Context: an optimization exercise on an open-source flow, tuned for a short achievable clock period and few clock cycles. The choices shown serve that exercise and are no tape-out recipe. Where RTL was checked, it was by simulation tests only, not by an equivalence proof against the original. For runs 1 and 3, only the layout was checked, not whether the RTL still works. Power and IR drop assume default switching activity.

## flow/flow/run.sh

```bash
#!/bin/bash
# The standard flow with two changes to how the layout is made: ports are
# buffered with buf_4 cells and repair may swap cells across footprints.
set -o pipefail
bash standard.sh MATCH_CELL_FOOTPRINT=0 "BUFFER_PORTS_ARGS=-buffer_cell sky130_fd_sc_hd__buf_4" finish > standard_flow.log 2>&1
```

## flow/standard.sh

```bash
#!/bin/bash
# synth_recipe.tcl (not shown) runs the flow's synth.tcl, then flattens the netlist and writes it again
# the make line also repeats each setting of config.mk as NAME=value (left out here)
make -C /OpenROAD-flow-scripts/flow DESIGN_CONFIG=/design/flow/config.mk WORK_HOME=/design/flow/orfs CLKGATE_MAP_FILE= SYNTH_SCRIPT=/design/flow/synth_recipe.tcl "${@:-finish}"
```

## flow/config.mk

```make
export PLATFORM = sky130hd
export DESIGN_NAME = rv_core
export DESIGN_NICKNAME = rv_core
export VERILOG_FILES = /design/flow/design.v
export SDC_FILE = /design/flow/constraint.sdc
export NUM_CORES = 4
export LEC_CHECK = 0
export ABC_CLOCK_PERIOD_IN_PS = 2500
export CAP_MARGIN = 30
export CORE_MARGIN = 2
export CORE_UTILIZATION = 40
export SETUP_SLACK_MARGIN = 4.2
export SLEW_MARGIN = 30
export TNS_END_PERCENT = 100
```

## flow/constraint.sdc

```tcl
create_clock -name core_clock -period 7.0 [get_ports {clk}]
set_input_delay 1.4000 -clock core_clock [delete_from_list [all_inputs] [get_ports {clk}]]
set_output_delay 1.4000 -clock core_clock [all_outputs]
set_load 0.01 [all_outputs]
```

## flow/design.v

```verilog
`timescale 1ns/10ps
module rv_core (
	input  logic        clk,
	input  logic        reset,
	output logic [31:0] imem_addr,
	input  logic [31:0] imem_data,
	output logic [31:0] dmem_addr,
	output logic        dmem_we,
	output logic [31:0] dmem_wdata,
	input  logic [31:0] dmem_rdata
);
	localparam int BHT_W = 6;
	logic [11:0] pc_lo;
	logic [19:0] pc_hi;
	logic [19:0] pc_inc;
	logic        pc_c;
	logic [(1<<BHT_W)-1:0] bht_v;
	logic [1:0]  bht_c [(1<<BHT_W)];
	logic        u_en;
	logic [BHT_W-1:0] u_bi;
	logic [1:0]  u_bc;
	logic        u_taken;
	logic [31:0] rf [1:31];
	logic [31:0] w_val;
	logic [4:0]  w_rd;
	logic        w_we;
	logic        d_valid;
	logic [31:0] d_inst;
	logic [31:0] d_pc;
	logic        d_pred;
	logic [1:0]  d_bc;
	logic [31:0] d_ra;
	logic [31:0] d_rb;
	logic        x_valid;
	logic [4:0]  x_rd;
	logic        x_we;
	logic [31:0] x_a;
	logic [31:0] x_b;
	logic [31:0] x_bn;
	logic [31:0] x_sd;
	logic [31:0] x_link;
	logic [31:0] x_alt;
	logic        x_s_add;
	logic        x_s_sub;
	logic        x_s_slt;
	logic        x_s_sltu;
	logic        x_s_xor;
	logic        x_s_or;
	logic        x_s_and;
	logic        x_s_sll;
	logic        x_s_srl;
	logic        x_s_sra;
	logic        x_s_link;
	logic        x_ld;
	logic        x_st;
	logic        x_br;
	logic [2:0]  x_f3;
	logic        x_pred;
	logic        x_jalr;
	logic        x_early;
	logic [1:0]  x_bc;
	logic [BHT_W-1:0] x_bi;
	logic [31:0] m_addr;
	logic        m_we;
	logic        sb_valid;
	logic [31:0] sb_addr;
	logic [31:0] sb_data;
	logic [31:0] result;
	logic        x_wr;
	assign x_wr = x_valid && x_we;
	logic [31:0] inst;
	logic        f_jal, f_br;
	logic [31:0] f_imm;
	logic [19:0] pc_true_hi;
	logic [BHT_W-1:0] f_bi;
	logic        f_bv;
	logic [1:0]  f_bc;
	logic        f_pred;
	logic [12:0] lo_tgt;
	logic [12:0] lo_seq;
	logic [4:0]  f_rs1, f_rs2;
	logic [31:0] f_rs1_val, f_rs2_val;
	assign inst = imem_data;
	assign f_jal = inst[6:0] == 7'b1101111;
	assign f_br = inst[6:0] == 7'b1100011 && inst[14:13] != 2'b01;
	assign f_imm = f_jal ? {{12{inst[31]}}, inst[19:12], inst[20], inst[30:21], 1'b0}
		: {{20{inst[31]}}, inst[7], inst[30:25], inst[11:8], 1'b0};
	assign f_bi = pc_lo[BHT_W+1:2];
	assign f_bv = bht_v[f_bi];
	assign f_bc = bht_c[f_bi];
	assign f_pred = f_jal || (f_br && (f_bv ? f_bc[1] : inst[31]));
	assign pc_true_hi = pc_hi + pc_inc + {19'b0, pc_c};
	assign lo_tgt = {1'b0, pc_lo} + {1'b0, f_imm[11:0]};
	assign lo_seq = {1'b0, pc_lo} + 13'd4;
	assign imem_addr = {pc_hi, pc_lo};
	assign f_rs1 = inst[19:15];
	assign f_rs2 = inst[24:20];
	logic        f_x1, f_x2;
	logic [31:0] f_rf1, f_rf2;
	assign f_x1 = x_wr && f_rs1 == x_rd;
	assign f_x2 = x_wr && f_rs2 == x_rd;
	assign f_rf1 = (f_rs1 == 5'd0) ? 32'd0 : ((w_we && f_rs1 == w_rd) ? w_val : rf[f_rs1]);
	assign f_rf2 = (f_rs2 == 5'd0) ? 32'd0 : ((w_we && f_rs2 == w_rd) ? w_val : rf[f_rs2]);
	assign f_rs1_val = f_x1 ? result : f_rf1;
	assign f_rs2_val = f_x2 ? result : f_rf2;
	logic [4:0]  opc;
	logic [2:0]  f3;
	logic [6:0]  f7;
	logic [4:0]  rd, rs1, rs2;
	logic        enc_ok;
	logic        d_op, d_opimm, d_lui, d_auipc, d_jal, d_jalr, d_br, d_ld, d_st;
	logic        f7_zero, f7_alt;
	logic [31:0] imm_i, imm_s, imm_b, imm_u;
	logic        d_dep1, d_dep2;
	logic [31:0] va, vb;
	logic [31:0] link;
	logic [31:0] alt;
	logic [10:0] ld_lo;
	logic        stall;
	assign opc = d_inst[6:2];
	assign f3 = d_inst[14:12];
	assign f7 = d_inst[31:25];
	assign rd = d_inst[11:7];
	assign rs1 = d_inst[19:15];
	assign rs2 = d_inst[24:20];
	assign enc_ok = d_inst[1:0] == 2'b11;
	assign f7_zero = f7 == 7'b0000000;
	assign f7_alt = f7 == 7'b0100000;
	assign d_op    = enc_ok && opc == 5'b01100 &&
		(f7_zero || (f7_alt && (f3 == 3'b000 || f3 == 3'b101)));
	assign d_opimm = enc_ok && opc == 5'b00100 &&
		((f3 != 3'b001 && f3 != 3'b101) || f7_zero || (f3 == 3'b101 && f7_alt));
	assign d_lui   = enc_ok && opc == 5'b01101;
	assign d_auipc = enc_ok && opc == 5'b00101;
	assign d_jal   = enc_ok && opc == 5'b11011;
	assign d_jalr  = enc_ok && opc == 5'b11001 && f3 == 3'b000;
	assign d_br    = enc_ok && opc == 5'b11000 && f3[2:1] != 2'b01;
	assign d_ld    = enc_ok && opc == 5'b00000 && f3 == 3'b010;
	assign d_st    = enc_ok && opc == 5'b01000 && f3 == 3'b010;
	assign imm_i = {{20{d_inst[31]}}, d_inst[31:20]};
	assign imm_s = {{20{d_inst[31]}}, d_inst[31:25], d_inst[11:7]};
	assign imm_b = {{20{d_inst[31]}}, d_inst[7], d_inst[30:25], d_inst[11:8], 1'b0};
	assign imm_u = {d_inst[31:12], 12'b0};
	assign d_dep1 = x_wr && rs1 == x_rd;
	assign d_dep2 = x_wr && rs2 == x_rd;
	assign va = d_ra;
	assign vb = d_rb;
	assign link = d_pc + 32'd4;
	assign alt = d_pc + (d_pred ? 32'd4 : imm_b);
	assign ld_lo = va[10:0] + imm_i[10:0];
	assign stall = d_valid && d_ld && d_dep1;
	logic        d_eq, d_lt, d_ltu;
	logic        d_taken;
	logic        d_early;
	logic        d_redirect;
	logic [31:0] d_jtgt;
	logic [31:0] d_redirect_pc;
	assign d_eq = va == vb;
	assign d_lt = $signed(va) < $signed(vb);
	assign d_ltu = va < vb;
	always_comb begin
		case (f3)
			3'b000: d_taken = d_eq;
			3'b001: d_taken = !d_eq;
			3'b100: d_taken = d_lt;
			3'b101: d_taken = !d_lt;
			3'b110: d_taken = d_ltu;
			default: d_taken = !d_ltu;
		endcase
	end
	assign d_early = (d_br && !d_dep1 && !d_dep2) || (d_jalr && !d_dep1);
	assign d_jtgt = va + imm_i;
	assign d_redirect = d_valid && ((d_br && !d_dep1 && !d_dep2 && d_taken != d_pred) ||
		(d_jalr && !d_dep1));
	assign d_redirect_pc = d_jalr ? {d_jtgt[31:1], 1'b0} : alt;
	logic [31:0] xa_n, xb_n, xsd_n;
	assign xa_n = d_lui ? 32'd0 : (d_auipc ? d_pc : (d_dep1 ? result : va));
	assign xsd_n = d_dep2 ? result : vb;
	assign xb_n = d_st ? imm_s : ((d_lui || d_auipc) ? imm_u :
		((d_op || d_br) ? xsd_n : imm_i));
	logic [31:0] a, b;
	logic [31:0] sum, diff;
	logic        lt, ltu, eq;
	logic [31:0] alu;
	logic        taken;
	logic        redirect;
	logic [31:0] redirect_pc;
	logic        sb_hit;
	logic [31:0] ldata;
	logic        x_store;
	logic        next_ld;
	logic        sb_valid_n;
	logic [31:0] sb_addr_n;
	assign a = x_a;
	assign b = x_b;
	logic [32:0] dext;
	assign sum = a + b;
	assign dext = {1'b0, a} + {1'b0, x_bn} + 33'd1;
	assign diff = dext[31:0];
	assign ltu = !dext[32];
	assign lt = (a[31] == x_bn[31]) ? a[31] : diff[31];
	assign eq = (a ^ x_bn) == 32'hffffffff;
	assign alu =
		({32{x_s_add}}  & sum) |
		({32{x_s_sub}}  & diff) |
		({32{x_s_slt}}  & {31'b0, lt}) |
		({32{x_s_sltu}} & {31'b0, ltu}) |
		({32{x_s_xor}}  & (a ^ b)) |
		({32{x_s_or}}   & (a | b)) |
		({32{x_s_and}}  & (a & b)) |
		({32{x_s_sll}}  & (a << b[4:0])) |
		({32{x_s_srl}}  & (a >> b[4:0])) |
		({32{x_s_sra}}  & 32'($signed(a) >>> b[4:0])) |
		({32{x_s_link}} & x_link);
	always_comb begin
		case (x_f3)
			3'b000: taken = eq;
			3'b001: taken = !eq;
			3'b100: taken = lt;
			3'b101: taken = !lt;
			3'b110: taken = ltu;
			default: taken = !ltu;
		endcase
	end
	assign redirect = x_valid && !x_early && (x_jalr || (x_br && (taken != x_pred)));
	assign redirect_pc = x_jalr ? {sum[31:1], 1'b0} : x_alt;
	assign sb_hit = sb_valid && sb_addr[10:2] == m_addr[10:2];
	assign ldata = sb_hit ? sb_data : dmem_rdata;
	assign result = x_ld ? ldata : alu;
	assign x_store = x_valid && x_st;
	assign next_ld = d_valid && d_ld && !stall;
	assign sb_valid_n = x_store || (sb_valid && !m_we);
	assign sb_addr_n = x_store ? sum : sb_addr;
	assign dmem_addr = m_addr;
	assign dmem_we = m_we;
	assign dmem_wdata = sb_data;
	always_ff @(posedge clk) begin
		if (reset) begin
			pc_lo <= 12'd0;
			pc_hi <= 20'd0;
			pc_inc <= 20'd0;
			pc_c <= 1'b0;
		end else if (redirect) begin
			pc_lo <= redirect_pc[11:0];
			pc_hi <= redirect_pc[31:12];
			pc_inc <= 20'd0;
			pc_c <= 1'b0;
		end else if (d_redirect) begin
			pc_lo <= d_redirect_pc[11:0];
			pc_hi <= d_redirect_pc[31:12];
			pc_inc <= 20'd0;
			pc_c <= 1'b0;
		end else if (stall) begin
			pc_lo <= pc_lo;
			pc_hi <= pc_hi;
			pc_inc <= pc_inc;
			pc_c <= pc_c;
		end else if (f_pred) begin
			pc_lo <= lo_tgt[11:0];
			pc_hi <= pc_true_hi;
			pc_inc <= f_imm[31:12];
			pc_c <= lo_tgt[12];
		end else begin
			pc_lo <= lo_seq[11:0];
			pc_hi <= pc_true_hi;
			pc_inc <= 20'd0;
			pc_c <= lo_seq[12];
		end
	end
	always_ff @(posedge clk) begin
		w_val <= result;
		w_rd <= x_rd;
		if (reset) begin
			w_we <= 1'b0;
		end else begin
			w_we <= x_wr;
		end
	end
	always_ff @(posedge clk) begin
		if (reset) begin
			for (int i = 1; i < 32; i++) begin
				rf[i] <= 32'd0;
			end
		end else if (w_we) begin
			rf[w_rd] <= w_val;
		end
	end
	always_ff @(posedge clk) begin
		if (reset || redirect || d_redirect) begin
			d_valid <= 1'b0;
		end else if (!stall) begin
			d_valid <= 1'b1;
		end
		if (stall) begin
			d_ra <= d_dep1 ? result : d_ra;
			d_rb <= d_dep2 ? result : d_rb;
		end else begin
			d_inst <= inst;
			d_pc <= {pc_true_hi, pc_lo};
			d_pred <= f_pred;
			d_bc <= f_bv ? f_bc : (inst[31] ? 2'b10 : 2'b01);
			d_ra <= f_rs1_val;
			d_rb <= f_rs2_val;
		end
	end
	always_ff @(posedge clk) begin
		if (reset || redirect || stall || !d_valid) begin
			x_valid <= 1'b0;
		end else begin
			x_valid <= 1'b1;
		end
		x_rd <= rd;
		x_we <= (d_op || d_opimm || d_lui || d_auipc || d_jal || d_jalr || d_ld) && rd != 5'd0;
		x_a <= xa_n;
		x_b <= xb_n;
		x_bn <= ~xb_n;
		x_sd <= xsd_n;
		x_link <= link;
		x_alt <= alt;
		x_s_add <= (d_op && f3 == 3'b000 && !f7[5]) || (d_opimm && f3 == 3'b000) ||
			d_lui || d_auipc;
		x_s_sub <= d_op && f3 == 3'b000 && f7[5];
		x_s_slt <= (d_op || d_opimm) && f3 == 3'b010;
		x_s_sltu <= (d_op || d_opimm) && f3 == 3'b011;
		x_s_xor <= (d_op || d_opimm) && f3 == 3'b100;
		x_s_or <= (d_op || d_opimm) && f3 == 3'b110;
		x_s_and <= (d_op || d_opimm) && f3 == 3'b111;
		x_s_sll <= (d_op || d_opimm) && f3 == 3'b001;
		x_s_srl <= (d_op || d_opimm) && f3 == 3'b101 && !f7[5];
		x_s_sra <= (d_op || d_opimm) && f3 == 3'b101 && f7[5];
		x_s_link <= d_jal || d_jalr;
		x_ld <= d_ld;
		x_st <= d_st;
		x_br <= d_br;
		x_f3 <= f3;
		x_pred <= d_pred;
		x_jalr <= d_jalr;
		x_early <= d_early;
		x_bc <= d_bc;
		x_bi <= d_pc[BHT_W+1:2];
	end
	always_ff @(posedge clk) begin
		if (reset) begin
			u_en <= 1'b0;
		end else begin
			u_en <= x_valid && x_br;
		end
		u_bi <= x_bi;
		u_bc <= x_bc;
		u_taken <= taken;
	end
	always_ff @(posedge clk) begin
		if (reset) begin
			bht_v <= '0;
		end else if (u_en) begin
			bht_v[u_bi] <= 1'b1;
		end
		if (u_en) begin
			bht_c[u_bi] <= u_taken ? ((u_bc == 2'b11) ? 2'b11 : u_bc + 2'b01)
				: ((u_bc == 2'b00) ? 2'b00 : u_bc - 2'b01);
		end
	end
	always_ff @(posedge clk) begin
		if (reset) begin
			sb_valid <= 1'b0;
			m_we <= 1'b0;
		end else begin
			sb_valid <= sb_valid_n;
			m_we <= sb_valid_n && !next_ld;
		end
		sb_addr <= sb_addr_n;
		if (x_store) begin
			sb_data <= x_sd;
		end
		m_addr <= {sb_addr_n[31:11], next_ld ? ld_lo : sb_addr_n[10:0]};
	end
endmodule
```

==> results.txt, run 1 <==
- The worst register-to-register path ends at pc_lo[5]$_SDFFE_PP0N_.
* Via count of the routed design: 73.9k
- Number of buffers created by CTS: 194
- Standard cell core area: 239000 µm²
* Overflow after GRT: 0
- The tool flagged a number of max-cap violations equal to 0.
* Total nets after synthesis: 7974
* Clock-pin slew on the worst setup and hold paths: 0.07 ns
- CTS H-tree lvls: 4
* Share of cells above drive strength 1: 37.2%
- 163 I/O pins were placed.
* Maximum vdd drop: 258 µV
- Final setup violating endpoints: 0
- After detailed routing, the number of remaining DRC violations is 0.
- Count of nets after finishing: 8565
- Hold bufs inserted after CTS: 0
- The clock passes through at most 3 buffers.
* Largest registers: rf: 1024 flops, bht_c: 128 flops, bht_v: 64 flops
- Cell Count Post-Placement: 10.6k
* Warning count from the yosys run: 1
* Area Overhead vs Synth: 27.0%
- The tree built by TritonCTS fans out to 1747 sinks.
- In this run the tool buffered the top-level ports with 162 buffer cells.
* Share of the clock period used by the worst path: 54.6%
- The critical path goes through ha_1, nand4_1, nor4_4, o21ai_0, o211ai_1, buf_4, a211oi_2, or3_1, a21oi_2, nor3_4, buf_12, buf_12, or3_1, a311oi_2.
- In the routed layout, each cell is associated on average with a via count of 6.37.
- Violation count after the first detailed-routing iteration: 10.2k
- Crit-path slowest cell: dfxtp_1
- Global placer's final weighted congestion: 1.05
* SO Faults: antenna rules
- After detailed routing, the average wire length per cell comes to 35.2 µm.
- Class of the most critical setup path: flop to flop
* Pin count of the biggest net entering global routing: 72
- Actual slew at the worst max-slew pin: 1.10 ns
- Min cycle time layout: 3.82 ns
- In this run the tightest slew margin relative to its limit is 26.1%.
- Launching instance or port of the critical path: d_ra[15]$_DFF_P_
- The number of max-slew violations in the final report came to 0.
- Post-route non-filler standard cell count: 11.6k
- The worst setup path is captured at a flop.
- Leakage: 45.2 nW
* Portion of total power attributed to combinational logic: 20.8%
* Antenna violations before repair: 17
- For this run, the detailed router's first-pass iteration total came to 7.
- CP max FO: 14
- Clock group share of total power: 37.0%
- Fraction of registers with async set/reset: 0%
- The number of cells on the worst reg-to-reg path is 14.
- Post-synth top flop: edfxtp_1
* Final total power: 28.5 mW
- Launching element type of the critical path: flop
* Class of the most critical hold timing path: flop to flop
- Fraction of power consumed by sequential logic: 42.2%
- In the layout the commonest cells are 1272 x edfxtp_1, 1008 x and2_1, 744 x mux4_2.
- Height of the chip: 494 µm
* Overall routing resource usage: 32.4%
- Worst Min Path Start: x_bc[0]$_DFF_P_
- TritonCTS built the clock tree.
* Area of the die: 244000 µm²
* X dimension of the die: 494 µm
* First-pass GRT wire length: 557 mm
* Syn Area/Cell: 12.5 µm²
* Total of flip-flops plus latches after synthesis: 1747
- Number of fillers in the final layout: 20.1k
* Net switching fraction of the power: 30.0%
- Net load switching power: 8.55 mW
- Between clock sinks in the finished design, the worst skew comes to 0.0887 ns.
- Via count of the first global-routing pass: 71.1k
* PwrDens: 233 nW/µm²
- The floorplan has 179 rows.
- Outcome: complete, but fails checks
* Share of the yosys chip area belonging to registers: 49.6%
* Detailed-route wire length: 408 mm
- The total count of hold-check failures in the final report came to 0.
- Detail Route Antenna Nets: 1
- Int Power: 19.9 mW
- Initial standard-cell utilization of the core: 40.3%
- Setup repair after global routing missed its margin: true
- Count of distinct cell types in the synthesized netlist: 105
- Max FFs per register: 1024
* Worst hold slack: 0.325 ns
* DP HPWL: 260 mm
- Number of enable flip-flop cells after synthesis: 1272
- FF-to-FF Start: d_ra[15]$_DFF_P_
* Reg2Reg Setup Slack: 3.18 ns
* Post-synthesis instance area: 96200 µm²
- Arrival time at the worst endpoint: 4.55 ns
- Commonest non-fill, non-tap cell in the layout: edfxtp_1
- Hold Crit Depth: 0
* Root Buffer: clkbuf_16
- The path with the worst hold slack has its endpoint at u_bc[0]$_DFF_P_.
* Worst Path Required: 7.73 ns
- rf holds more flip-flops than any other register.
- Cells after Synth: 7675
- For this run, the top clock speed supported by timing is 262 MHz.
- Clock latency (worst-skew pair): 0.89 ns
- After routing, the total negative slack on setup checks comes to 0 ns.
- Crit-path max cell delay: 0.61 ns
-- power groups by stage --
stage               clock network (mW)  registers, mW  logic, mW
finish                            10.5           12.0       5.93
global route                      11.0           12.0       6.07
CTS                               10.6           11.9       5.36
detailed placement                   0           12.2       4.30
global placement                     0           12.2       4.28
floorplan                            0           11.9       2.78
-- layout make-up --
type                    instances  area [µm²]  share of cell area [%]
flip-flops and latches       1747       48000                    39.3
well taps                    3167        3960                    3.24
clock inverters               106        1150                   0.942
diodes                         11        27.5                  0.0225
multi-input cells            5078       51500                    42.2
inverters                     218         936                   0.766
repair inverters                2        17.5                  0.0143
clock buffers                 259        5360                    4.39
repair buffers               1025       11200                    9.17
-- worst max-delay path, delay by kind of cell, from the launching register on --
kind | cells | cell delay, ns
adder cells (fa/ha/maj) | 1 | 0.25
flip-flops | 1 | 0.61
buffers and inverters | 3 | 0.49
AND/OR/NAND/NOR | 5 | 1.39
AO/OA/AOI/OAI | 5 | 0.91
-- Yosys cell counts (19+ instances only) --
| master | number | area, µm² |
|---|---|---|
| a211oi_1 | 76 | 571 |
| nor2b_1 | 51 | 319 |
| edfxtp_1 | 1272 | 38200 |
| a21oi_1 | 362 | 1810 |
| o2111ai_1 | 20 | 175 |
| o21a_1 | 33 | 248 |
| and2_1 | 1015 | 6350 |
| nand3_1 | 102 | 510 |
| o21bai_1 | 19 | 143 |
| nand2b_1 | 35 | 219 |
| nor2_1 | 465 | 1750 |
| mux2i_1 | 198 | 1980 |
| buf_2 | 44 | 220 |
| nand2_1 | 383 | 1440 |
| buf_4 | 29 | 218 |
| o211ai_1 | 26 | 195 |
| a22o_1 | 19 | 166 |
| buf_1 | 78 | 293 |
| ha_1 | 226 | 2830 |
| a22oi_1 | 40 | 300 |
| a21o_1 | 85 | 638 |
| o221ai_1 | 23 | 201 |
| dfxtp_1 | 475 | 9510 |
| nand4_1 | 46 | 288 |
| xor2_1 | 64 | 561 |
| mux4_2 | 744 | 16800 |
| a221oi_1 | 40 | 350 |
| clkbuf_1 | 483 | 1810 |
| o21ai_0 | 307 | 1540 |
| o22ai_1 | 26 | 163 |
| o31ai_1 | 20 | 150 |
| a31oi_1 | 43 | 269 |
| xnor2_1 | 135 | 1180 |
| and3_1 | 52 | 325 |
| inv_1 | 213 | 800 |
| nor3_1 | 74 | 370 |
| or3_1 | 28 | 175 |
| mux2_2 | 47 | 529 |
-- cell families after synthesis --
group                    synth area share (%)
adder cells (fa/ha/maj)                  3.11
flip-flops                               49.6
AO/OA/AOI/OAI                            9.01
AND/OR/NAND/NOR                          12.8
buffers and inverters                    3.57
XOR/XNOR                                 1.81
multiplexers                             20.1
-- repair_timing --
item                                    CTS  global route
resized for setup                      1193           433
cloned                                   46            11
pin swaps                               255           209
setup endpoints to repair              1820           516
buffers inserted                        382           186
endpoints found under the hold margin     0             0
-- how the worst max path moves through the flow --
| stage | to | slack [ns] | cells past startpoint |
|---|---|---|---|
| after global routing | pc_lo[11]$_SDFFE_PP0N_ | 3.08 | 18 |
| after floorplan | pc_lo[11]$_SDFFE_PP0N_ | 2.69 | 18 |
| final | pc_lo[5]$_SDFFE_PP0N_ | 3.18 | 14 |
| after CTS | pc_hi[6]$_SDFFE_PP0N_ | 3.24 | 15 |
| after detailed placement | pc_lo[10]$_SDFFE_PP0N_ | 1.84 | 17 |
| after global placement | x_bn[20]$_DFF_P_ | 1.46 | 13 |
-- metrics by stage --
stage	area (µm²)	setup slack (ns)	utilization (%)
2_1_floorplan	98500	2.69	-
3_3_place_gp	102000	1.46	42.8
3_5_place_dp	103000	1.84	43.0
6_report	122000	3.18	51.2
5_1_grt	122000	3.08	51.2
4_1_cts	118000	3.24	49.6
-- layer usage --
metal | vias up | global-route usage [%] | routed length [µm] | part of all wire (%)
met5 | - | 0 | 27 | 0.0066
met4 | 4 | 21.8 | 33000 | 8.1
met3 | 1222 | 7.58 | 43800 | 11
met2 | 4977 | 49.1 | 182000 | 44
met1 | 37500 | 41.4 | 150000 | 37
li1 | 30200 | - | - | -
==> inputs of run 2 (changes only) <==
--- a/flow/design.v
+++ b/flow/design.v
@@ -37,5 +37,4 @@
 	logic [31:0] x_a;
 	logic [31:0] x_b;
-	logic [31:0] x_bn;
 	logic [31:0] x_sd;
 	logic [31:0] x_link;
@@ -96,12 +95,10 @@
 	assign f_rs1 = inst[19:15];
 	assign f_rs2 = inst[24:20];
-	logic        f_x1, f_x2;
-	logic [31:0] f_rf1, f_rf2;
-	assign f_x1 = x_wr && f_rs1 == x_rd;
-	assign f_x2 = x_wr && f_rs2 == x_rd;
-	assign f_rf1 = (f_rs1 == 5'd0) ? 32'd0 : ((w_we && f_rs1 == w_rd) ? w_val : rf[f_rs1]);
-	assign f_rf2 = (f_rs2 == 5'd0) ? 32'd0 : ((w_we && f_rs2 == w_rd) ? w_val : rf[f_rs2]);
-	assign f_rs1_val = f_x1 ? result : f_rf1;
-	assign f_rs2_val = f_x2 ? result : f_rf2;
+	assign f_rs1_val = (f_rs1 == 5'd0) ? 32'd0 :
+		(x_wr && f_rs1 == x_rd) ? result :
+		(w_we && f_rs1 == w_rd) ? w_val : rf[f_rs1];
+	assign f_rs2_val = (f_rs2 == 5'd0) ? 32'd0 :
+		(x_wr && f_rs2 == x_rd) ? result :
+		(w_we && f_rs2 == w_rd) ? w_val : rf[f_rs2];
 	logic [4:0]  opc;
 	logic [2:0]  f3;
@@ -194,11 +191,9 @@
 	assign a = x_a;
 	assign b = x_b;
-	logic [32:0] dext;
 	assign sum = a + b;
-	assign dext = {1'b0, a} + {1'b0, x_bn} + 33'd1;
-	assign diff = dext[31:0];
-	assign ltu = !dext[32];
-	assign lt = (a[31] == x_bn[31]) ? a[31] : diff[31];
-	assign eq = (a ^ x_bn) == 32'hffffffff;
+	assign diff = a - b;
+	assign lt = $signed(a) < $signed(b);
+	assign ltu = a < b;
+	assign eq = a == b;
 	assign alu =
 		({32{x_s_add}}  & sum) |
@@ -314,5 +309,4 @@
 		x_a <= xa_n;
 		x_b <= xb_n;
-		x_bn <= ~xb_n;
 		x_sd <= xsd_n;
 		x_link <= link;
==> results.txt, run 2 <==
* Outcome: finished clean
- Global placer's final weighted congestion: 1.00 (-4.3%)
- Reg2Reg Setup Slack: 2.86 ns (-0.32 ns)
- The number of ports placed on the die boundary came to 163 (unchanged).
- Height of the chip: 491 µm (-0.74%)
- The largest registers in the layout are rf: 1024 flops, bht_c: 128 flops, bht_v: 64 flops.
- The startpoint identified for the worst hold timing path is x_bi[5]$_DFF_P_.
- The placed instance area is 100000 µm² (-2.5%).
* PwrDens: 236 nW/µm² (+1.4%)
- The die footprint is 241000 µm² (-1.5%).
* Overall routing resource usage: 31.6% (-0.82 points)
* Maximum clock insertion buffer count: 3 (unchanged)
* Antenna violations before repair: 33 (+16)
- In the synthesized netlist, the cells that appear most often are 1272 x edfxtp_1, 1006 x and2_1, 747 x mux4_2, 490 x nor2_1, 482 x clkbuf_1.
- Sum of negative setup slack: 0 ns (unchanged)
- The worst slack after detailed placement came to 1.47 ns (-0.367 ns).
* Class of the most critical hold timing path: flop to flop
* Crit-path max cell delay: 0.43 ns (-0.18 ns)
- The initial DRC count was 10.2k (-0.56%).
- Number of fillers in the final layout: 20.0k (-0.26%)
- Setup repair after global routing missed its margin: true
- First-pass GRT wire length: 542 mm (-2.7%)
* Top cell by count, worst path: buf_6
* Most common cell in the synthesized netlist: edfxtp_1
* Class of the most critical setup path: flop to flop
* Average wire length per cell after detail routing: 34.7 µm (-1.3%)
* Share of the clock period used by the worst path: 59.2% (+4.6 points)
- The placeable core area came to 235000 µm² (-1.3%).
- Total nets after synthesis: 7770 (-2.6%)
* Via count of the first global-routing pass: 70.0k (-1.4%)
- Sorting the synthesized cells by area gives the leading types as edfxtp_1 40%, mux4_2 18%, dfxtp_1 9.4%.
- Hold Crit Depth: 0 (unchanged)
- Min cycle time layout: 4.14 ns (+0.320 ns)
* Launching element type of the critical path: flop
- The count of antenna-violating nets left after detailed routing came to 0 (-1).
- Launching instance or port of the critical path: x_b[1]$_DFF_P_
* Routing usage on met3: 8.41% (+0.83 points)
- Syn Area/Cell: 12.7 µm² (+1.2%)
- Maximum vdd drop: 211 µV (-18%)
- Largest reg by FF count: rf
* Detailed-route wire length: 391 mm (-4.4%)
* Commonest non-fill, non-tap cell in the layout: edfxtp_1
- The proportion of netlist area held by the largest area contributor is 40.3% (+0.60 points).
- Worst slew margin relative to its limit: 24.8% (-1.4 points)
- The total instance count after detailed placement was 10.3k (-2.8%).
- Pin count of the biggest net entering global routing: 65 (-9.7%)
- The transition time at the pin with the least slew margin is 1.13 ns (+0.0269 ns).
* CTS H-tree lvls: 4 (unchanged)
* Met2 capacity usage during global routing: 48.1% (-1.0 points)
* Arrival time at the worst endpoint: 4.93 ns (+0.38 ns)
* Met1 Resource Use GR: 40.7% (-0.65 points)
- The synthesized design spends more area on one cell type than any other, namely edfxtp_1.
- Final worst setup slack: 2.86 ns (-0.320 ns)
- Share of the yosys chip area belonging to registers: 49.7% (+0.077 points)
- STA classifies the critical path endpoint as a flop.
- Clock-pin slew on the worst setup and hold paths: 0.07 ns (about the same)
- Max FFs per register: 1024 (unchanged)
- Router iterations before antenna repair: 6 (-1)
- The cell area after layout is 118000 µm² (-3.6%).
- The startpoint identified for the worst register-to-register timing path is x_b[1]$_DFF_P_.
- Overflow after GRT: 0 (unchanged)
- TritonCTS built the clock tree.
* Via count of the routed design: 71.8k (-2.9%)
- Post-route non-filler standard cell count: 11.3k (-3.1%)
- Clock latency (worst-skew pair): 0.88 ns (about the same)
* Row Count: 178 (-0.56%)
- The post-layout net count is 8221 (-4.0%).
* Crit-path slowest cell: o41a_1
- Compared with the post-synthesis result, the final layout area differs by 24.2%.
* Cell depth of the worst flop-to-flop path: 19 (+5)
- Total of flip-flops plus latches after synthesis: 1715 (-1.8%)
- DP HPWL: 239 mm (-8.0%)
- Cells after Synth: 7472 (-2.6%)
- Traced cell by cell, the critical path runs through buf_6, buf_6, buf_16, fa_2, nor3_4, o31a_1, o41a_1, buf_6, o31a_1, o21a_4, a211o_4, a211o_1, o211ai_1, buf_6, buf_6, buf_6, clkbuf_16, a21oi_1, a221oi_2.
- The total count of hold-check failures in the final report came to 0 (unchanged).
* GR peak layer: met2
* Count of distinct cell types in the synthesized netlist: 97 (-7.6%)
- Worst clock skew: 0.0641 ns (-0.0246 ns)
- X dimension of the die: 491 µm (-0.74%)
- Max-slew violation total from the final report: 0 (unchanged)
- The required time at the worst-slack endpoint was 7.78 ns (+0.05 ns).
- Final setup violating endpoints: 0 (unchanged)
- Number of sinks handled by clock tree synthesis: 1715 (-1.8%)
- The share of final-layout standard cells stronger than drive strength 1 came to 34.9% (-2.3 points).
* Fraction of registers with async set/reset: 0% (unchanged)
* Initial standard-cell utilization of the core: 40.2% (-0.078 points)
- The number of violations of the max-capacitance limit came to 0 (unchanged).
- The area of the mapped netlist is 94700 µm² (-1.5%).
* Routed via count divided by cell count: 6.38 (+0.20%)
* Number of buffers inserted by port buffering: 162 (unchanged)
- The cell leakage power is 43.5 nW (-3.9%).
- Post-synth top flop: edfxtp_1
- The maximum fanout count along the critical path is 7 (-7).
* Root Buffer: clkbuf_16
* Number of buffers created by CTS: 190 (-2.1%)
* Warning count from the yosys run: 1 (unchanged)
- The total DRC errors in the routed layout was 0 (unchanged).
- Leaving out fill and tap cells, the most frequent cells in the layout are 1272 x edfxtp_1, 1004 x and2_1, 747 x mux4_2.
- Worst hold slack: 0.324 ns (-0.00146 ns)
* Number of enable flip-flop cells after synthesis: 1272 (unchanged)
* Highest achievable clock rate: 241 MHz (-7.7%)
[run 2: changes by cell type after synthesis, moves of 25 or more]
cell | before | now
a21o_1 | 85 | 51
dfxtp_1 | 475 | 443
nand2_1 | 383 | 293
nand3b_1 | 13 | 41
nor2_1 | 465 | 490
o21ai_0 | 307 | 219
or2_2 | 14 | 42
[run 2: timing repair]
| item | in CTS | in global routing |
|---|---|---|
| hold buffers | 0 | 0 |
| cloned | 48 | 3 |
| hold endpoints to repair | 0 | 0 |
| endpoints found under the setup margin | 1303 | 580 |
| gates resized for setup | 960 | 321 |
| setup buffers | 398 | 119 |
| pin swaps | 210 | 176 |
[run 2: metal layers]
| layer | vias to the layer above | part of all wire (%) |
|---|---|---|
| met4 | 16 | 7.0 |
| met2 | 4639 | 45 |
| met1 | 36800 | 37 |
| met3 | 1117 | 11 |
| li1 | 29200 | - |
| met5 | - | 0.028 |
[run 2: report_power, final]
group          internal [mW]  switching [mW]  total, mW
sequential              11.3           0.509       11.8
clock                   5.67            4.53       10.2
combinational           2.41            3.35       5.76
[run 2: path summary, 6_finish.rpt]
check	end
max	pc_lo[8]$_SDFFE_PP0N_
min	u_bi[5]$_DFF_P_
max reg2reg	pc_lo[8]$_SDFFE_PP0N_
min reg2reg	u_bi[5]$_DFF_P_
[run 2: through the flow]
stage	power (mW)	utilization, %
after floorplan	14.5	-
after global placement	16.2	42.4
after detailed placement	16.3	42.5
after CTS	27.3	48.9
after global routing	28.4	50.0
final	27.8	50.0
[run 2: cell type report]
cell class                      count  area (µm²)  share of cell area (%)
Antenna cell                       11        27.5                  0.0234
Inverter                          205         860                   0.730
Timing Repair inverter              4        37.5                  0.0319
Tap cell                         3150        3940                    3.35
Clock buffer                      241        5150                    4.38
Clock inverter                    119        1150                   0.981
Multi-Input combinational cell   4934       49700                    42.3
Sequential cell                  1715       47300                    40.2
Timing Repair Buffer              873        9420                    8.01
[run 2: cell families after synthesis]
logic type / after synthesis / synth area share [%]
AND/OR/NAND/NOR: 2258 / 12.8
AO/OA/AOI/OAI: 1221 / 8.53
adder cells (fa/ha/maj): 234 / 3.14
multiplexers: 1002 / 20.5
flip-flops: 1715 / 49.7
XOR/XNOR: 200 / 1.86
buffers and inverters: 842 / 3.50
[run 2: worst max-delay path: cells and delay by family, from the launching register on]
kind	cells	cell delay, ns
flops	1	0.39
simple gates	1	0.05
compound gates	9	2.33
fa+ha+maj	1	0.24
buf+inv	8	1.02
Testbench counts of run 2, summed over its fixed seeds: cycles 28,767.
==> inputs of run 3 (changes only) <==
--- a/flow/design.v
+++ b/flow/design.v
@@ -37,7 +37,12 @@
 	logic [31:0] x_a;
 	logic [31:0] x_b;
+	logic [31:0] x_bn;
 	logic [31:0] x_sd;
 	logic [31:0] x_link;
-	logic [31:0] x_alt;
+	logic [11:0] x_alt_lo;
+	logic [19:0] x_alt_hi;
+	logic [19:0] x_alt_inc;
+	logic        x_alt_c;
+	logic        x_r_eq, x_r_ne, x_r_lt, x_r_ge, x_r_ltu, x_r_geu;
 	logic        x_s_add;
 	logic        x_s_sub;
@@ -56,6 +61,4 @@
 	logic [2:0]  x_f3;
 	logic        x_pred;
-	logic        x_jalr;
-	logic        x_early;
 	logic [1:0]  x_bc;
 	logic [BHT_W-1:0] x_bi;
@@ -95,10 +98,12 @@
 	assign f_rs1 = inst[19:15];
 	assign f_rs2 = inst[24:20];
-	assign f_rs1_val = (f_rs1 == 5'd0) ? 32'd0 :
-		(x_wr && f_rs1 == x_rd) ? result :
-		(w_we && f_rs1 == w_rd) ? w_val : rf[f_rs1];
-	assign f_rs2_val = (f_rs2 == 5'd0) ? 32'd0 :
-		(x_wr && f_rs2 == x_rd) ? result :
-		(w_we && f_rs2 == w_rd) ? w_val : rf[f_rs2];
+	logic        f_x1, f_x2;
+	logic [31:0] f_rf1, f_rf2;
+	assign f_x1 = x_wr && f_rs1 == x_rd;
+	assign f_x2 = x_wr && f_rs2 == x_rd;
+	assign f_rf1 = (f_rs1 == 5'd0) ? 32'd0 : ((w_we && f_rs1 == w_rd) ? w_val : rf[f_rs1]);
+	assign f_rf2 = (f_rs2 == 5'd0) ? 32'd0 : ((w_we && f_rs2 == w_rd) ? w_val : rf[f_rs2]);
+	assign f_rs1_val = f_x1 ? result : f_rf1;
+	assign f_rs2_val = f_x2 ? result : f_rf2;
 	logic [4:0]  opc;
 	logic [2:0]  f3;
@@ -112,5 +117,8 @@
 	logic [31:0] va, vb;
 	logic [31:0] link;
-	logic [31:0] alt;
+	logic [12:0] alt_lo;
+	logic [19:0] alt_inc;
+	logic [12:0] b_lo;
+	logic [12:0] s_lo;
 	logic [10:0] ld_lo;
 	logic        stall;
@@ -144,13 +152,18 @@
 	assign vb = d_rb;
 	assign link = d_pc + 32'd4;
-	assign alt = d_pc + (d_pred ? 32'd4 : imm_b);
+	assign b_lo = {1'b0, d_pc[11:0]} + {1'b0, imm_b[11:0]};
+	assign s_lo = {1'b0, d_pc[11:0]} + 13'd4;
+	assign alt_lo = d_pred ? s_lo : b_lo;
+	assign alt_inc = d_pred ? 20'd0 : imm_b[31:12];
 	assign ld_lo = va[10:0] + imm_i[10:0];
-	assign stall = d_valid && d_ld && d_dep1;
+	assign stall = d_valid && (d_ld || d_jalr) && d_dep1;
 	logic        d_eq, d_lt, d_ltu;
 	logic        d_taken;
-	logic        d_early;
 	logic        d_redirect;
-	logic [31:0] d_jtgt;
-	logic [31:0] d_redirect_pc;
+	logic [12:0] d_jlo;
+	logic [11:0] d_rlo;
+	logic [19:0] d_rhi;
+	logic [19:0] d_rinc;
+	logic        d_rc;
 	assign d_eq = va == vb;
 	assign d_lt = $signed(va) < $signed(vb);
@@ -166,9 +179,11 @@
 		endcase
 	end
-	assign d_early = (d_br && !d_dep1 && !d_dep2) || (d_jalr && !d_dep1);
-	assign d_jtgt = va + imm_i;
+	assign d_jlo = {1'b0, va[11:0]} + {1'b0, imm_i[11:0]};
 	assign d_redirect = d_valid && ((d_br && !d_dep1 && !d_dep2 && d_taken != d_pred) ||
 		(d_jalr && !d_dep1));
-	assign d_redirect_pc = d_jalr ? {d_jtgt[31:1], 1'b0} : alt;
+	assign d_rlo = d_jalr ? {d_jlo[11:1], 1'b0} : alt_lo[11:0];
+	assign d_rhi = d_jalr ? va[31:12] : d_pc[31:12];
+	assign d_rinc = d_jalr ? imm_i[31:12] : alt_inc;
+	assign d_rc = d_jalr ? d_jlo[12] : alt_lo[12];
 	logic [31:0] xa_n, xb_n, xsd_n;
 	assign xa_n = d_lui ? 32'd0 : (d_auipc ? d_pc : (d_dep1 ? result : va));
@@ -182,5 +197,4 @@
 	logic        taken;
 	logic        redirect;
-	logic [31:0] redirect_pc;
 	logic        sb_hit;
 	logic [31:0] ldata;
@@ -191,9 +205,11 @@
 	assign a = x_a;
 	assign b = x_b;
+	logic [32:0] dext;
 	assign sum = a + b;
-	assign diff = a - b;
-	assign lt = $signed(a) < $signed(b);
-	assign ltu = a < b;
-	assign eq = a == b;
+	assign dext = {1'b0, a} + {1'b0, x_bn} + 33'd1;
+	assign diff = dext[31:0];
+	assign ltu = !dext[32];
+	assign lt = (a[31] == x_bn[31]) ? a[31] : diff[31];
+	assign eq = (a ^ x_bn) == 32'hffffffff;
 	assign alu =
 		({32{x_s_add}}  & sum) |
@@ -218,6 +234,6 @@
 		endcase
 	end
-	assign redirect = x_valid && !x_early && (x_jalr || (x_br && (taken != x_pred)));
-	assign redirect_pc = x_jalr ? {sum[31:1], 1'b0} : x_alt;
+	assign redirect = (x_r_eq && eq) || (x_r_ne && !eq) || (x_r_lt && lt) ||
+		(x_r_ge && !lt) || (x_r_ltu && ltu) || (x_r_geu && !ltu);
 	assign sb_hit = sb_valid && sb_addr[10:2] == m_addr[10:2];
 	assign ldata = sb_hit ? sb_data : dmem_rdata;
@@ -230,4 +246,31 @@
 	assign dmem_we = m_we;
 	assign dmem_wdata = sb_data;
+	logic [11:0] n_lo;
+	logic [19:0] n_hi;
+	logic [19:0] n_inc;
+	logic        n_c;
+	always_comb begin
+		if (d_redirect) begin
+			n_lo = d_rlo;
+			n_hi = d_rhi;
+			n_inc = d_rinc;
+			n_c = d_rc;
+		end else if (stall) begin
+			n_lo = pc_lo;
+			n_hi = pc_hi;
+			n_inc = pc_inc;
+			n_c = pc_c;
+		end else if (f_pred) begin
+			n_lo = lo_tgt[11:0];
+			n_hi = pc_true_hi;
+			n_inc = f_imm[31:12];
+			n_c = lo_tgt[12];
+		end else begin
+			n_lo = lo_seq[11:0];
+			n_hi = pc_true_hi;
+			n_inc = 20'd0;
+			n_c = lo_seq[12];
+		end
+	end
 	always_ff @(posedge clk) begin
 		if (reset) begin
@@ -236,29 +279,9 @@
 			pc_inc <= 20'd0;
 			pc_c <= 1'b0;
-		end else if (redirect) begin
-			pc_lo <= redirect_pc[11:0];
-			pc_hi <= redirect_pc[31:12];
-			pc_inc <= 20'd0;
-			pc_c <= 1'b0;
-		end else if (d_redirect) begin
-			pc_lo <= d_redirect_pc[11:0];
-			pc_hi <= d_redirect_pc[31:12];
-			pc_inc <= 20'd0;
-			pc_c <= 1'b0;
-		end else if (stall) begin
-			pc_lo <= pc_lo;
-			pc_hi <= pc_hi;
-			pc_inc <= pc_inc;
-			pc_c <= pc_c;
-		end else if (f_pred) begin
-			pc_lo <= lo_tgt[11:0];
-			pc_hi <= pc_true_hi;
-			pc_inc <= f_imm[31:12];
-			pc_c <= lo_tgt[12];
 		end else begin
-			pc_lo <= lo_seq[11:0];
-			pc_hi <= pc_true_hi;
-			pc_inc <= 20'd0;
-			pc_c <= lo_seq[12];
+			pc_lo <= redirect ? x_alt_lo : n_lo;
+			pc_hi <= redirect ? x_alt_hi : n_hi;
+			pc_inc <= redirect ? x_alt_inc : n_inc;
+			pc_c <= redirect ? x_alt_c : n_c;
 		end
 	end
@@ -299,4 +322,6 @@
 		end
 	end
+	logic x_go;
+	assign x_go = !reset && !redirect && d_valid && d_br && (d_dep1 || d_dep2);
 	always_ff @(posedge clk) begin
 		if (reset || redirect || stall || !d_valid) begin
@@ -309,7 +334,17 @@
 		x_a <= xa_n;
 		x_b <= xb_n;
+		x_bn <= ~xb_n;
 		x_sd <= xsd_n;
 		x_link <= link;
-		x_alt <= alt;
+		x_alt_lo <= alt_lo[11:0];
+		x_alt_hi <= d_pc[31:12];
+		x_alt_inc <= alt_inc;
+		x_alt_c <= alt_lo[12];
+		x_r_eq <= x_go && (d_pred ? f3 == 3'b001 : f3 == 3'b000);
+		x_r_ne <= x_go && (d_pred ? f3 == 3'b000 : f3 == 3'b001);
+		x_r_lt <= x_go && (d_pred ? f3 == 3'b101 : f3 == 3'b100);
+		x_r_ge <= x_go && (d_pred ? f3 == 3'b100 : f3 == 3'b101);
+		x_r_ltu <= x_go && (d_pred ? f3 == 3'b111 : f3 == 3'b110);
+		x_r_geu <= x_go && (d_pred ? f3 == 3'b110 : f3 == 3'b111);
 		x_s_add <= (d_op && f3 == 3'b000 && !f7[5]) || (d_opimm && f3 == 3'b000) ||
 			d_lui || d_auipc;
@@ -329,6 +364,4 @@
 		x_f3 <= f3;
 		x_pred <= d_pred;
-		x_jalr <= d_jalr;
-		x_early <= d_early;
 		x_bc <= d_bc;
 		x_bi <= d_pc[BHT_W+1:2];
==> results.txt, run 3 <==
- The count of buffers from port buffering is 162 (unchanged).
- The proportion of netlist area held by the largest area contributor was 40.5% (+0.21 points).
- The transition time at the pin with the least slew margin came to 1.04 ns (-0.0843 ns).
- The maximum fanout count along the critical path was 2 (-5).
- Place WS: 1.83 ns (+0.360 ns)
* Maximum vdd drop: 244 µV (+15%)
- The total number of clock tree sinks is 1752 (+2.2%).
- Worst slew margin relative to its limit: 30.3% (+5.6 points)
- The fraction of power consumed by the clock network came to 37.3% (+0.6 points).
* Setup repair after global routing missed its margin: true
- Count of nets after finishing: 8169 (-0.63%)
- Outcome: finished clean
* Top cells by instance count after synthesis: 1272 x edfxtp_1, 1008 x and2_1, 749 x mux4_2, 500 x nor2_1, 480 x dfxtp_1
- First-pass GRT wire length: 520 mm (-4.0%)
* Standard cell core area: 235000 µm² (-0.28%)
- Ranked by total cell area, the synthesized netlist is headed by edfxtp_1 41%, mux4_2 18%, dfxtp_1 10%.
- FF-to-FF Start: x_a[0]$_SDFF_PP0_
- The worst setup path is launched from a flop.
- Portion of total power attributed to combinational logic: 19.2% (-1.5 points)
- Largest reg by FF count: rf
* Post-synth top flop: edfxtp_1
- Clock-pin slew on the worst setup and hold paths: 0.07 ns (about the same)
- Class of the most critical hold timing path: flop to flop
- By instance count, the leading cell after synthesis is edfxtp_1.
* Total of flip-flops plus latches after synthesis: 1752 (+2.2%)
- X dimension of the die: 489 µm (-0.25%)
* Hold bufs inserted after CTS: 0 (unchanged)
* Cell area after layout: 118000 µm² (+0.68%)
* Top-level I/O count: 163 (unchanged)
- TritonCTS built the clock tree.
- The filler cell count in the final layout came to 19.7k (-1.5%).
- The flip-flop count of the largest register, all copies and words added was 1024 (unchanged).
- Worst Min Path Start: x_bi[2]$_DFF_P_
- Net switching fraction of the power: 28.9% (-1.2 points)
- The cell depth of the worst flop-to-flop path was 23 (+4).
- Average wire length per cell after detail routing: 33.4 µm (-3.8%)
* Detailed-route wire length: 375 mm (-4.0%)
* Maximum clock insertion buffer count: 3 (unchanged)
- In the final layout, the registers with the most flip-flops are rf: 1024 flops, bht_c: 128 flops, bht_v: 64 flops.
* Detail Route Antenna Nets: 0 (unchanged)
- Post-synthesis instance area: 94200 µm² (-0.51%)
- Overall routing resource usage: 30.5% (-1.1 points)
- The final number of setup-violating endpoints was 0 (unchanged).
- The total DRC errors in the routed layout was 0 (unchanged).
* Height of the chip: 489 µm (-0.25%)
- The total instance count after detailed placement is 10.2k (-1.1%).
- The post-synthesis net count was 7620 (-1.9%).
- Number of enable flip-flop cells after synthesis: 1272 (unchanged)
* Share of the yosys chip area belonging to registers: 50.7% (+1.0 points)
* Syn Area/Cell: 12.8 µm² (+1.0%)
* Via count of the routed design: 70.8k (-1.4%)
- Hold Crit Depth: 0 (unchanged)
- PwrDens: 235 nW/µm² (-0.63%)
- The initial core utilization came to 40.1% (-0.092 points).
- The number of max-slew violations in the final report was 0 (unchanged).
- The final period demand of the worst path came to 4.03 ns (-0.112 ns).
- The H-tree depth reported by CTS was 4 (unchanged).
- Arrival time at the worst endpoint: 4.77 ns (-0.16 ns)
- The share of async-settable or async-resettable flops after synthesis is 0% (unchanged).
* Cells after Synth: 7359 (-1.5%)
- Routed via count divided by cell count: 6.30 (-1.2%)
- Overflow after GRT: 0 (unchanged)
- Post-route non-filler standard cell count: 11.2k (-0.23%)
* Number of buffers created by CTS: 193 (+1.6%)
* Capturing point of the worst reg2reg path: d_rb[6]$_DFF_P_
- Leaving out fill and tap cells, the most frequent cell in the layout is edfxtp_1.
- Share of cells above drive strength 1: 36.6% (+1.7 points)
* Commonest cells after routing, fill and taps aside: 1272 x edfxtp_1, 1003 x and2_1, 749 x mux4_2
- Leakage: 43.8 nW (+0.71%)
- Reg2Reg Setup Slack: 2.97 ns (+0.11 ns)
* Router iterations before antenna repair: 8 (+2)
- The critical path is of the flop to flop type.
- Highest achievable clock rate: 248 MHz (+2.8%)
- The initial DRC count was 9271 (-8.8%).
- The area of all sequential standard cells is 48200 µm² (+1.8%).
* Global placer's final weighted congestion: 0.994 (-0.96%)
- The net switching power is 8.04 mW (-4.1%).
- The area of the multi-input gates was 48700 µm² (-2.1%).
- The worst setup skew after layout was 0.0501 ns (-0.0140 ns).
- The HPWL after detailed placement is 220 mm (-7.9%).
* Row Count: 178 (unchanged)
- Via count of the first global-routing pass: 69.8k (-0.41%)
* Root Buffer: clkbuf_16
- The placed instance area came to 99300 µm² (-0.70%).
* Area of the die: 239000 µm² (-0.51%)
- The total count of hold-check failures in the final report came to 0 (unchanged).
- The register share of total power is 43.5% (+0.9 points).
- The worst setup path is captured at a flop.
* Count of distinct cell types in the synthesized netlist: 106 (+9.3%)
* Sum of negative setup slack: 0 ns (unchanged)
- The cell internal power dissipation was 19.8 mW (+1.8%).
- Area Overhead vs Synth: 25.7%
- Final worst setup slack: 2.97 ns (+0.112 ns)
- The maximum number of pins on one net before global-route repair is 87 (+34%).
- Hold EP: u_bi[2]$_DFF_P_
* Share of the clock period used by the worst path: 57.6% (-1.6 points)
* Top cell type by total area after synthesis: edfxtp_1
* Worst Path Required: 7.74 ns (-0.04 ns)
- MaxCap Viol Count: 0 (unchanged)
- Clock latency (worst-skew pair): 0.88 ns (about the same)
- Warning count from the yosys run: 1 (unchanged)
* Antenna violations before repair: 17 (-48%)
[run 3: changes by cell type in the layout (fill, tap and decap cells not counted), sizes merged, moves of 18 or more]
cell,delta
a21o,+22
mux2,+22
o21ai,-29
a22o,-25
dfxtp,+37
clkinv,-21
nand3b,-27
xnor2,-29
nand2,+27
ha,-37
clkbuf,+18
o211ai,-20
buf,+67
a211oi,-27
[run 3: metal layers]
layer | routed length (µm) | GRT usage, % | vias up
li1 | - | - | 29000
met1 | 135000 | 38.7 | 36000
met2 | 174000 | 48.3 | 4637
met3 | 41000 | 7.02 | 1151
met4 | 24700 | 17.0 | 18
met5 | 185 | 0 | -
[run 3: final cells by class]
| type | count | area share (%) |
|---|---|---|
| inverter | 198 | 0.657 |
| tap | 3150 | 3.33 |
| antenna | 4 | 0.00845 |
| clock inverter | 98 | 0.867 |
| multi-input combinational | 4825 | 41.1 |
| clock buffer | 261 | 4.55 |
| timing repair buffer | 938 | 8.83 |
| sequential | 1752 | 40.7 |
[run 3: kinds of logic after synthesis]
group | after synthesis | synth area share (%)
simple gates | 2283 | 12.9
buf+inv | 824 | 3.51
mux | 1002 | 20.7
xor+xnor | 161 | 1.50
flops | 1752 | 50.7
fa+ha+maj | 197 | 2.67
compound gates | 1140 | 8.02
[run 3: repair_timing]
action                     4_1_cts  5_1_grt
pin swaps                      196      178
buffers inserted               447      152
gates resized for setup       1053      395
gates cloned                    60        4
setup endpoints to repair     1396      818
[run 3: how the worst max path moves through the flow]
stage	slack, ns	end	startpoint	cells past startpoint
floorplan	2.69	pc_lo[11]$_SDFFE_PP0N_	imem_data[5]	19
global placement	1.81	d_rb[3]$_DFF_P_	imem_data[20]	8
detailed placement	1.83	d_rb[3]$_DFF_P_	imem_data[20]	8
CTS	3.16	x_b[30]$_DFF_P_	x_a[0]$_SDFF_PP0_	17
global route	2.97	d_rb[6]$_DFF_P_	x_a[0]$_SDFF_PP0_	23
finish	2.97	d_rb[6]$_DFF_P_	x_a[0]$_SDFF_PP0_	23
[run 3: power groups by stage]
stage / clock [mW] / combinational [mW] / sequential (mW)
after floorplan: 0 / 2.62 / 12.0
after global placement: 0 / 3.68 / 12.3
after detailed placement: 0 / 3.70 / 12.3
after global routing: 10.9 / 5.52 / 12.1
final: 10.4 / 5.34 / 12.1
after CTS: 10.4 / 4.84 / 12.1
[run 3: per-stage QoR]
stage | utilization (%) | total power, mW | hold WS, ns
3_5_place_dp | 42.3 | 16.0 | 0.312
4_1_cts | 49.1 | 27.3 | 0.325
3_3_place_gp | 42.3 | 16.0 | 0.310
5_1_grt | 50.5 | 28.5 | 0.330
6_report | 50.5 | 27.8 | 0.325
2_1_floorplan | - | 14.6 | 0.310
[run 3: worst max-delay path: stages (launching register included)]
cell and delay [ns]:
dfxtp_4 0.37, inv_4 0.06, ha_4 0.12, inv_2 0.03
fa_2 0.35, a21o_1 0.19, a21oi_4 0.18, buf_6 0.12
buf_6 0.08, buf_6 0.08, buf_6 0.08, buf_6 0.08
buf_6 0.08, buf_6 0.09, buf_6 0.09, buf_6 0.10
o21ai_2 0.05, a21o_1 0.21, xor2_2 0.17, a221oi_2 0.38
a22oi_2 0.19, buf_6 0.22, a221oi_4 0.49, a21oi_2 0.07

==> static timing again, ports no longer ideal <==
The results above use ideal ports. As a check the final layouts listed here were re-extracted and re-timed, cells and wires unchanged. Step 1 sets driving cells, clkbuf_16 on the clock port and buf_2 on the other inputs (assumed; they add their load-dependent delay and slew). Step 2 times the ports against the registers' clock, not the clock port: input delays grow and output delays shrink by t, the midpoint of the rising clock arrivals with the driver on. a / b / c = no drivers / after step 1 / after step 2; a / b = the first two.
run | t, ns | slack for setup (ns) | worst setup path at the end
run 1 | 0.952 | 3.176 / 3.176 / 2.295 | input to register
run 2 | 0.943 | 2.856 / 2.856 / 2.173 | input to register
run 3 | 0.950 | 2.968 / 2.968 / 2.416 | input to register
For run 1, which loses most, drivers alone change the setup slack by 0.000 ns; drivers and shift together by -0.881 ns.
